Source: an optimization exercise on an open RTL-to-GDS flow (aim: small area, a short achievable clock period and few clock cycles). Production flows keep margins and buffers that such runs may drop.
The RTL was checked by simulation tests, not by an equivalence proof against the original design.

== JK ==
==> flow/design.v (excerpt) <==
module battery_monitor_charge_detect #(
    parameter int HISTORY_DEPTH = 5
) (
    input  logic                              clk,
    input  logic                              rst_n,
    input  logic                              cfg_wr_en,
    input  logic [bmcd_pkg::CFG_IDX_W-1:0]    cfg_index,
    input  logic [bmcd_pkg::CFG_DATA_W-1:0]   cfg_data,
    input  logic                              in_valid,
    output logic                              in_ready,
    input  logic [2:0]                        in_action,
    input  logic [31:0]                       in_now_ms,
    input  logic [11:0]                       in_reading_mv,
    output logic                              out_valid,
    input  logic                              out_ready,
    output logic [12:0]                       out_voltage_mv,
    output logic [6:0]                        out_percent,
    output logic                              out_charging,
    output logic                              out_shutdown_request,
    output logic                              out_sleep_request
);
export LEC_CHECK = 0
export CAP_MARGIN = 20
export CORE_MARGIN = 2
export CORE_UTILIZATION = 70
export PLACE_DENSITY = 0.85
export SETUP_SLACK_MARGIN = 5
export SLEW_MARGIN = 20
create_clock -name core_clock -period 11.0 [get_ports {clk}]
run.sh (not shown) runs the stock make flow with config.mk's settings and CLKGATE_MAP_FILE= SYNTH_SCRIPT=/design/flow/synth_recipe.tcl, a recipe that flattens the netlist after the stock synthesis.
Testbench counts of JK, summed over its fixed seeds: cycles 2,464.
Inputs modified between JK and MS:
- setting CELL_PAD_IN_SITES_GLOBAL_PLACEMENT to 0 for the first time
- changing CORE_UTILIZATION from 70 to 60
- setting CELL_PAD_IN_SITES_DETAIL_PLACEMENT to 0 for the first time
- changing PLACE_DENSITY from 0.85 to 0.75
Notes after the runs:
MS: no failed stages, no open violations at the end
Against JK as the reference, MS delivers a higher count of plain and timing-repair buffers.
Against JK, MS reports a smallest setup slack after layout that is higher.
[compare] base=JK new=MS: clock-buffer cell count grew by 5.
What AL does differently from MS at the input level:
- removing CELL_PAD_IN_SITES_DETAIL_PLACEMENT (formerly 0)
- removing SETUP_SLACK_MARGIN (formerly 5)
- removing CELL_PAD_IN_SITES_GLOBAL_PLACEMENT (formerly 0)
==> flow/flow/run.sh (new file) <==
#!/bin/bash
set -euo pipefail
cd "$(dirname "$0")/.."
bash standard.sh SETUP_SLACK_MARGIN=7 finish > standard.log 2>&1
==> flow/standard.sh (new file) <==
#!/bin/bash
# synth_recipe.tcl (not shown) runs the flow's synth.tcl, then flattens the netlist and writes it again
# the make line also repeats each setting of config.mk as NAME=value (left out here)
make -C /OpenROAD-flow-scripts/flow DESIGN_CONFIG=/design/flow/config.mk WORK_HOME=/design/flow/orfs CLKGATE_MAP_FILE= SYNTH_SCRIPT=/design/flow/synth_recipe.tcl "${@:-finish}"
removed: flow/run.sh
## What came out
When AL is set beside MS, its data arrival time at the worst-slack endpoint turns out to be 0.64 ns smaller. Critical path required time, AL and MS: smaller value in AL. AL vs. MS: design area moved up, clock latency at the later pin of the worst-skew pair shows no meaningful change. As far as die area goes, AL and MS are indistinguishable; the numbers are identical. On portion of the layout cell area used by non-clock buffers, the lower figure sits with MS, not AL. Final setup slack of the worst path, AL and MS, higher one = AL. AL completed; timing, DRC and antenna clean. AL — final-layout worst hold slack 0.0065 ns higher, MS as reference.
diff inputs: AL => TR
- setting SETUP_SLACK_MARGIN to 5 for the first time
==> flow/run.sh (new file) <==
#!/bin/bash
# synth_recipe.tcl (not shown) runs the flow's synth.tcl, then flattens the netlist and writes it again
# the make line also repeats each setting of config.mk as NAME=value (left out here)
make -C /OpenROAD-flow-scripts/flow DESIGN_CONFIG=/design/flow/config.mk WORK_HOME=/design/flow/orfs CLKGATE_MAP_FILE= SYNTH_SCRIPT=/design/flow/synth_recipe.tcl finish
removed: flow/flow/run.sh
removed: flow/standard.sh
Results
Cell count: TR lower than AL
Between AL and TR, the difference in cell area after placement is negligible.
Final-layout clock buffer total: AL and TR compared, lower one is AL
In TR, total length of routed met3 wires is lower than in AL.
Comparing TR with AL, the clock transition at the registers of the reported paths came out essentially unchanged.

battery_monitor_charge_detect, a different RTL version from the one above (not shown whole).
For scale: roughly 7100 cells after synthesis, ~1000 flip-flops, ~110 I/O pins.
Settings: LEC_CHECK=0, CAP_MARGIN=20, CORE_MARGIN=2, CORE_UTILIZATION=65, PLACE_DENSITY=0.75, SETUP_SLACK_MARGIN=5, SLEW_MARGIN=20; clock period 11.0 ns.
Stock flow here: none of the scripts above is used.
The starting point went through all stages and came out clean.
Testbench counts at the start, summed over its fixed seeds: cycles 2,472.
Then changed:
- CORE_UTILIZATION: 65 -> 40
- PLACE_DENSITY: 0.75 -> 0.6
The new run ran to the end with no violations.
Design area came out higher by 1.9%.
Clock-buffer cell count came out higher by 9.
Area after synthesis stays the same.
Via count came out lower by 2.2%.
Worst setup slack is better by 0.11 ns.
Die area came out higher by about 60%.
Global-route usage came out lower by 12 points.
Fmax came out higher by about 2%.

Setup of main:
battery_monitor_charge_detect with an RTL version that a note above also has.
Size in the first run: ~7,100 cells after synthesis, about 110 I/O pins, ~77,000 um^2 of cells after synthesis.
Settings: LEC_CHECK=0, CAP_MARGIN=20, CORE_MARGIN=2, CORE_UTILIZATION=40, GPL_TIMING_DRIVEN=1, PLACE_DENSITY=0.6, SETUP_SLACK_MARGIN=5, SLEW_MARGIN=20; clock period 11.0 ns.
main finished end to end and its layout was clean on timing, DRC and antenna.
Testbench counts of main, summed over its fixed seeds: cycles 2,464.
Here is what was changed in the inputs of the feature branch compared with main.
Settings: GPL_TIMING_DRIVEN no longer set, was 1.
Findings:
As far as ratio of routed vias to standard cells goes, the feature branch and main are indistinguishable; the numbers are identical. Reported for main and the feature branch, hold-fix buffer count after cts turned out identical to the last digit. main -> the feature branch: total global routing track utilization delta 0, exact match. [compare] base=main new=the feature branch: clock latency on the worst-skew pair shows no meaningful change, area of the die shows no meaningful change, final-layout setup total negative slack shows no meaningful change, final routed wirelength across all metal layers shows no meaningful change. Maximum level of the CTS H-tree came out exactly the same in main and the feature branch. Looking at main and the feature branch, the number of buffer and inverter stages on the critical path is a wash.

[re-timing with driven ports]
In the flow no input, the clock included, has a driving cell. The finished layouts below were timed again as built, in two steps.
Step 1: set_driving_cell puts a clkbuf_16 on clk and a buf_2 on each other input, an assumption about the parent block.
Step 2 times the ports against the registers' clock, not the clock port: input delays grow and output delays shrink by t, the midpoint of the rising clock arrivals with the driver on.
Slacks: ideal / step 1 / step 2; pairs: ideal / step 1.
run | t (ns) | setup slack, ns | hold WS [ns] | slew at the worst register clock pin (ns)
JK | 0.827 | 6.016 / 6.016 / 6.016 | 0.363 / 0.363 / 0.363 | 0.07 / 0.07
MS | 0.835 | 6.229 / 6.229 / 6.229 | 0.356 / 0.356 / 0.356 | 0.07 / 0.07
AL | 0.839 | 6.837 / 6.837 / 6.508 | 0.363 / 0.363 / 0.363 | 0.07 / 0.07
TR | 0.835 | 6.229 / 6.229 / 6.229 | 0.356 / 0.356 / 0.356 | 0.07 / 0.07
the first run of note 2 | 0.778 | 5.097 / 5.097 / 5.097 | 0.412 / 0.412 / 0.412 | 0.07 / 0.07
the second run of note 2 | 0.861 | 5.211 / 5.211 / 5.211 | 0.413 / 0.413 / 0.413 | 0.07 / 0.07
main | 0.878 | 6.178 / 6.178 / 6.178 | 0.379 / 0.379 / 0.379 | 0.07 / 0.07
the feature branch | 0.878 | 6.178 / 6.178 / 6.178 | 0.379 / 0.379 / 0.379 | 0.07 / 0.07
After both steps setup and hold are still met in every run listed. The setup slack of AL, which loses most, moves by 0.000 ns with the drivers and by -0.329 ns with both steps. Setup slack includes reset recovery checks.
